Context: an optimization exercise on an open-source flow, tuned for small area, a short achievable clock period and few clock cycles per item. The choices shown serve that exercise and are no tape-out recipe. The RTL was checked by simulation tests, not by an equivalence proof against the original design. Power figures rest on the tool's default switching activity, not on a simulated workload.

## run.sh

```bash
#!/bin/bash
# synth_recipe.tcl (not shown) runs the flow's synth.tcl, then flattens the netlist and writes it again
# the make line also repeats each setting of config.mk as NAME=value (left out here)
make -C /OpenROAD-flow-scripts/flow DESIGN_CONFIG=/design/flow/config.mk WORK_HOME=/design/flow/orfs CLKGATE_MAP_FILE= SYNTH_SCRIPT=/design/flow/synth_recipe.tcl finish
```

## config.mk

```make
export PLATFORM = sky130hd
export DESIGN_NAME = ex_stage_mc
export DESIGN_NICKNAME = ex_stage_mc
export VERILOG_FILES = /design/flow/design.v
export SDC_FILE = /design/flow/constraint.sdc
export NUM_CORES = 4
export LEC_CHECK = 0
export CAP_MARGIN = 20
export CORE_MARGIN = 2
export CORE_UTILIZATION = 40
export SLEW_MARGIN = 20
```

## constraint.sdc

```tcl
create_clock -name core_clock -period 9.0 [get_ports {CLK}]
set_input_delay 1.8000 -clock core_clock [delete_from_list [all_inputs] [get_ports {CLK}]]
set_output_delay 1.8000 -clock core_clock [all_outputs]
set_load 0.01 [all_outputs]
```

## design.v

```verilog
module ex_stage_mc #(
   parameter int DATA_W  = 32,
   parameter int RADDR_W = 5,
   parameter int MUL_BPC = 1
) (
   input  logic               CLK,
   input  logic               RESET,
   input  logic               in_valid,
   output logic               in_ready,
   input  logic               flush,
   input  logic [DATA_W-1:0]  PCPlus4_in,
   input  logic [DATA_W-1:0]  imm_signExtended_in,
   input  logic [DATA_W-1:0]  imm_zeroExtended_in,
   input  logic [DATA_W-1:0]  rs_reg_in,
   input  logic [DATA_W-1:0]  rt_reg_in,
   input  logic [RADDR_W-1:0] rt_addr_in,
   input  logic [RADDR_W-1:0] rd_addr_in,
   input  logic [4:0]         shamt_in,
   input  logic               RegWriteD,
   input  logic               MemtoRegD,
   input  logic               MemWriteD,
   input  logic               BranchD,
   input  logic               JumpD,
   input  logic               RegDstD,
   input  logic [5:0]         ALUopD,
   input  logic [5:0]         ALUfunctD,
   output logic               out_valid,
   input  logic               out_ready,
   output logic               RegWriteE,
   output logic               MemtoRegE,
   output logic               MemWriteE,
   output logic               BranchE,
   output logic               JumpE,
   output logic [5:0]         ALUopE,
   output logic [DATA_W-1:0]  WriteData_out,
   output logic [DATA_W-1:0]  PCBranch_out,
   output logic [RADDR_W-1:0] wb_addr_out,
   output logic [DATA_W-1:0]  ALUOut,
   output logic [DATA_W-1:0]  hi_out,
   output logic [DATA_W-1:0]  lo_out,
   output logic               busy
);
   localparam int L     = DATA_W / MUL_BPC;
   localparam int CNT_W = $clog2(L + 1);
   typedef enum logic {IDLE, MUL} state_t;
   function automatic logic [DATA_W-1:0] mag(input logic [DATA_W-1:0] x, input logic sgn);
      mag = (sgn && x[DATA_W-1]) ? (~x + 1'b1) : x;
   endfunction
   function automatic logic [2*DATA_W-1:0] cond_neg(input logic [2*DATA_W-1:0] p, input logic n);
      cond_neg = n ? (~p + 1'b1) : p;
   endfunction
   function automatic logic [2*DATA_W-1:0] mul_step(input logic [2*DATA_W-1:0] acc,
                                                    input logic [2*DATA_W-1:0] mc,
                                                    input logic [MUL_BPC-1:0]  bits);
      logic [2*DATA_W-1:0] r;
      r = acc;
      for (int i = 0; i < MUL_BPC; i++)
         if (bits[i]) r = r + (mc << i);
      mul_step = r;
   endfunction
   logic               vld_p1;
   logic [DATA_W-1:0]  pc4_p1, imms_p1, immz_p1, rs_p1, rt_p1;
   logic [RADDR_W-1:0] rta_p1, rda_p1;
   logic [4:0]         shamt_p1;
   logic               regw_p1, m2r_p1, memw_p1, br_p1, jmp_p1, rdst_p1;
   logic [5:0]         op_p1, fn_p1;
   state_t              state;
   logic [CNT_W-1:0]    cnt;
   logic [2*DATA_W-1:0] mcand, acc, acc_nxt;
   logic [DATA_W-1:0]   mplier;
   logic                neg;
   logic [DATA_W-1:0]   hi, lo;
   logic cap, is_mul, mul_sgn;
   logic signed [DATA_W-1:0] rs_s, rt_s, sra_s;
   logic [DATA_W-1:0] alu;
   assign busy      = (state == MUL);
   assign in_ready  = !busy && (!vld_p1 || out_ready);
   assign out_valid = vld_p1 && !busy;
   assign cap       = in_valid && in_ready && !flush;
   assign is_mul    = (ALUopD == 6'h00) && ((ALUfunctD == 6'h18) || (ALUfunctD == 6'h19));
   assign mul_sgn   = (ALUfunctD == 6'h18);
   always_ff @(posedge CLK or posedge RESET) begin
      if (RESET) begin
         vld_p1   <= 1'b0;
         pc4_p1   <= '0;
         imms_p1  <= '0;
         immz_p1  <= '0;
         rs_p1    <= '0;
         rt_p1    <= '0;
         rta_p1   <= '0;
         rda_p1   <= '0;
         shamt_p1 <= '0;
         regw_p1  <= 1'b0;
         m2r_p1   <= 1'b0;
         memw_p1  <= 1'b0;
         br_p1    <= 1'b0;
         jmp_p1   <= 1'b0;
         rdst_p1  <= 1'b0;
         op_p1    <= '0;
         fn_p1    <= '0;
      end else begin
         if (flush)                         vld_p1 <= 1'b0;
         else if (cap)                      vld_p1 <= 1'b1;
         else if (out_valid && out_ready)   vld_p1 <= 1'b0;
         if (cap) begin
            pc4_p1   <= PCPlus4_in;
            imms_p1  <= imm_signExtended_in;
            immz_p1  <= imm_zeroExtended_in;
            rs_p1    <= rs_reg_in;
            rt_p1    <= rt_reg_in;
            rta_p1   <= rt_addr_in;
            rda_p1   <= rd_addr_in;
            shamt_p1 <= shamt_in;
            regw_p1  <= RegWriteD;
            m2r_p1   <= MemtoRegD;
            memw_p1  <= MemWriteD;
            br_p1    <= BranchD;
            jmp_p1   <= JumpD;
            rdst_p1  <= RegDstD;
            op_p1    <= ALUopD;
            fn_p1    <= ALUfunctD;
         end
      end
   end
   assign acc_nxt = mul_step(acc, mcand, mplier[MUL_BPC-1:0]);
   always_ff @(posedge CLK or posedge RESET) begin
      if (RESET) begin
         state  <= IDLE;
         cnt    <= '0;
         mcand  <= '0;
         acc    <= '0;
         mplier <= '0;
         neg    <= 1'b0;
         hi     <= '0;
         lo     <= '0;
      end else if (flush) begin
         state <= IDLE;
      end else begin
         case (state)
            IDLE: if (cap && is_mul) begin
               state  <= MUL;
               cnt    <= '0;
               acc    <= '0;
               mcand  <= {{DATA_W{1'b0}}, mag(rs_reg_in, mul_sgn)};
               mplier <= mag(rt_reg_in, mul_sgn);
               neg    <= mul_sgn && (rs_reg_in[DATA_W-1] ^ rt_reg_in[DATA_W-1]);
            end
            MUL: begin
               acc    <= acc_nxt;
               mcand  <= mcand << MUL_BPC;
               mplier <= mplier >> MUL_BPC;
               cnt    <= cnt + 1'b1;
               if (cnt == CNT_W'(L - 1)) begin
                  {hi, lo} <= cond_neg(acc_nxt, neg);
                  state    <= IDLE;
               end
            end
            default: state <= IDLE;
         endcase
      end
   end
   assign rs_s  = rs_p1;
   assign rt_s  = rt_p1;
   assign sra_s = rt_s >>> shamt_p1;
   always_comb begin
      alu = '0;
      case (op_p1)
         6'h00: case (fn_p1)
            6'h20, 6'h21: alu = rs_p1 + rt_p1;
            6'h22, 6'h23: alu = rs_p1 - rt_p1;
            6'h24:        alu = rs_p1 & rt_p1;
            6'h25:        alu = rs_p1 | rt_p1;
            6'h26:        alu = rs_p1 ^ rt_p1;
            6'h27:        alu = ~(rs_p1 | rt_p1);
            6'h2A:        alu = {{(DATA_W-1){1'b0}}, (rs_s < rt_s)};
            6'h2B:        alu = {{(DATA_W-1){1'b0}}, (rs_p1 < rt_p1)};
            6'h00:        alu = rt_p1 << shamt_p1;
            6'h02:        alu = rt_p1 >> shamt_p1;
            6'h03:        alu = sra_s;
            6'h10:        alu = hi;
            6'h12:        alu = lo;
            default:      alu = '0;
         endcase
         6'h08, 6'h09, 6'h23, 6'h2B: alu = rs_p1 + imms_p1;
         6'h0C:                      alu = rs_p1 & immz_p1;
         6'h0D:                      alu = rs_p1 | immz_p1;
         6'h04, 6'h05:               alu = rs_p1 - rt_p1;
         6'h03:                      alu = pc4_p1;
         default:                    alu = '0;
      endcase
   end
   assign ALUOut        = alu;
   assign PCBranch_out  = pc4_p1 + (imms_p1 << 2);
   assign wb_addr_out   = (op_p1 == 6'h03) ? RADDR_W'(31) : (rdst_p1 ? rda_p1 : rta_p1);
   assign WriteData_out = rt_p1;
   assign ALUopE        = op_p1;
   assign RegWriteE     = regw_p1 && out_valid;
   assign MemtoRegE     = m2r_p1  && out_valid;
   assign MemWriteE     = memw_p1 && out_valid;
   assign BranchE       = br_p1   && out_valid;
   assign JumpE         = jmp_p1  && out_valid;
   assign hi_out        = hi;
   assign lo_out        = lo;
endmodule
```

==> run_results.csv <==
group,metric,value,unit
timing,fin_crit_sh,0.834,
synth,syn_nets,5307,
clock_tree,clk_root_buffer_cell,"clkbuf_16",
clock_tree,cts_sinks,426,
clock_tree,ctsHoldBuffers,0,
grt,grt_antenna_before_repair,11,
clock_tree,clk_latency,660,ps
timing,max-slew-margin-rel,0.207,
floorplanning,core,91500,sq um
final_layout,stdcell_count,6288,
critical_path,ff2ff_setup_slack,2980,ps
grt,grt_max_degree,180,
drt,drt_first_pass_iters,6,
pwr,p_per_area,173,nW/um^2
placed_design,hpwlAfterDp,125000,um
synth,synthArstFlopShare,1.00,
floorplanning,die_h,308,um
grt,grt_pass1_vias,35400,
synth,dominantRegCellSynth,"dfrtp_1",
critical_path,crit_start,"rs_p1[2]",
timing,final.setup_skew,25.5,ps
clock_tree,htreeDepth,2,
drt,drc,0,
drt,wl_per_cell,25.6,um
synth,synthesis.instances,4875,
final_layout,finalInstanceArea,43300,sq um
timing,setup_tns,0,ps
clock_tree,cts_setup_buffers,0,
synth,synth_area,36900,sq um
synth,synth_top_cells_by_area,"dfrtp_1 29%, nand2_1 10%, ha_1 7.8%",
final_layout,multi_input_area,24600,sq um
drt,drtIter0Drc,4221,
placed_design,port_buffers,376,
synth,synth.distinct_cells,96,
placed_design,gp_congestion,1.06,
pwr,p_total,7.47,mW
synth,synth_edf_count,0,
final_layout,syn2layout_area_growth,17.5,%
drt,drtAntennaViolNets,0,
critical_path,regToRegEndpoint,"hi[30]",
critical_path,cp-end-kind,"output pin",
pwr,ir_drop,127,uV
timing,min_period,7500,ps
synth,seq_area_frac_synth,0.289,
flow_run,cap_violations,0,
critical_path,crit_arrival,5700,ps
final_layout,nets,5491,
drt,wl,161000,um
synth,yosysWarningCount,1,
placed_design,dp_cells,6190,
timing,rsz0062_at_grt,"no",
timing,tightest_slew,1160,ps
critical_path,cp_data_required_time,7200,ps
final_layout,mostFrequentLayoutCells,"1002 x nand2_1, 513 x o21ai_0, 418 x dfrtp_1, 376 x clkdlybuf4s50_1, 375 x a21oi_1",
run_status,outcome,"complete, no violations",
clock_tree,cts_resized,0,
clock_tree,clockBufferDepth,3,
final_layout,seqCellArea,10700,sq um
floorplanning,die_area,94600,sq um
clock_tree,numCtsBuffers,53,
floorplanning,die_w,308,um
final_layout,fill_cells,9142,
drt,drt-vias-per-instance,6.04,
grt,grt_overflow,0,
synth,yosys.area.top_type,"dfrtp_1",
drt,vias,38000,
grt,grt_pass1_wl,236000,um
hold_path,hold_path.class,"reg -> reg",
final_layout,drive_above_1_share,0.0443,
critical_path,rr_worst_depth,17,
critical_path,start_kind,"flip-flop",
timing,fmax,133,MHz
synth,synth_seq_cells,426,
floorplanning,num_rows,111,
critical_path,endpoint,"ALUOut[30]",
floorplanning,start_util,0.403,
synth,yosys.area.top_type_share,0.289,
timing,setup_viol,0,
timing,final_max_slew_viol_count,0,
critical_path,path_max_fanout,6,
synth,syn_area_per_cell,7.56,sq um
clock_tree,cts_tree,"done",
placed_design,placed_area,41500,sq um
clock_tree,clk_pin_slew,60,ps
critical_path,reg2reg_from,"mcand[0]",
pwr,p_leak,18.7,nW
critical_path,crit_type,"reg -> out",
floorplanning,pin_count,377,
grt,grt_usage,0.332,
timing,finalHoldViolations,0,
final_layout,layout.cells.most_common,"nand2_1",
## where the power goes
| group | total (mW) | switching (mW) | internal [mW] |
|---|---|---|---|
| Clock | 2.26 | 0.929 | 1.34 |
| Sequential | 2.30 | 0.249 | 2.05 |
| Combinational | 2.91 | 1.73 | 1.18 |
## flip-flops by register name (all words and copies together), names as in the netlist, 5 cells and up
register  flops
fn_p1         6
rta_p1        5
rda_p1        5
mcand        64
imms_p1      32
op_p1         6
acc          64
cnt           6
shamt_p1      5
hi           32
rt_p1        32
lo           32
rs_p1        32
pc4_p1       32
mplier       32
immz_p1      32
## layer usage
layer	vias up	track usage	wire length (um)
met5	-	0	56
met4	8	0.158	8510
li1	17700	-	-
met3	316	0.0627	13800
met2	1739	0.503	69400
met1	18200	0.454	69000
## metrics by stage
step	worst slack (ps)	hold slack, ps	utilization
2_1_floorplan	1450	437	-
3_5_place_dp	2210	454	0.454
4_1_cts	1480	469	0.473
6_report	1500	464	0.473
5_1_grt	1170	494	0.473
3_3_place_gp	2310	448	0.454
## worst min path at each step
stage               startpoint  endpoint  slack [ps]  cells after the start
floorplan                br_p1     br_p1         440                      2
global placement         br_p1     br_p1         450                      2
detailed placement      jmp_p1    jmp_p1         450                      2
CTS                     jmp_p1    jmp_p1         470                      2
global route            m2r_p1    m2r_p1         490                      2
finish                  jmp_p1    jmp_p1         460                      2
## area by class of cell
class	instances	area share
multi-input cells	3993	0.567
flip-flops and latches	426	0.247
repair buffers	431	0.0976
clock buffers	79	0.0352
well taps	1186	0.0343
inverters	154	0.0134
clock inverters	15	0.00572
diodes	4	0.000231
## kinds of logic after synthesis
group           count (synthesis)  share of synthesized area
compound gates               1491                      0.251
xor+xnor                      274                     0.0651
fa+ha+maj                     264                     0.0886
buf+inv                       456                     0.0467
flops                         426                      0.289
mux                           153                     0.0433
simple gates                 1811                      0.216
## cells in the mapped netlist, types with 11 or more instances
library cell  instances
nand2_1            1002
o21ai_0             513
dfrtp_1             426
a21oi_1             376
nor2_1              335
clkbuf_1            263
ha_1                229
xnor2_1             179
inv_1               151
mux2i_1             129
xor2_1               95
nor3_1               78
nand3_1              74
a211oi_1             73
nand4_1              52
a21o_1               51
o22ai_1              48
nor2b_1              45
o211ai_1             45
or3_1                40
nand2b_1             38
o21bai_1             36
a31oi_1              35
buf_1                34
o31ai_1              34
a221oi_1             33
maj3_1               30
and2_1               29
o21a_1               29
a222oi_1             28
and3_1               26
mux2_2               21
nor4_1               20
o21ai_1              18
or2_2                17
a22o_1               14
a221o_1              13
o41ai_1              13
a22oi_1              12
nand3b_1             12
o2111ai_1            11
or4_1                11
## critical path, cell delays in order, from the launching register on
cell and delay, ps:
dfrtp_1 520, inv_1 120, ha_1 430, o21bai_1 110, a21oi_1 330, o21ai_0 210, o211ai_1 180, nand3_1 170
o211ai_1 210, a21oi_1 190, a221oi_1 620, o221ai_1 370, a21oi_1 290, xor2_1 100, a221o_1 370, a221o_1 310
clkdlybuf4s50_1 490
Testbench counts, summed over its fixed seeds: cycles 21,320, instrs 4,000.

-- re-timing with driven ports --
In the flow no input, the clock included, has a driving cell. The finished layout below was timed again as built, in two steps. Step 1 assumes that a clkbuf_16 drives the clock port and a buf_2 every other input. Step 2 moves the port delays by t, midway between the first and last clock arrival at a register: inputs arrive t later, outputs are due t later. That takes back most of the time a late clock gives input paths. Three values: ideal ports, drivers, drivers and shift; two values: the first two.
t, ns: 0.724
setup slack, ns: 1.498 / 1.426 / 2.149
hold slack, ns: 0.464 / 0.464 / 0.464
worst register clock-pin slew, ns: 0.07 / 0.07
worst slew at a driven data input, ns: 0.11
After both steps setup and hold are still met in this run. For this run, drivers alone change the setup slack by -0.072 ns; drivers and shift together by +0.651 ns.
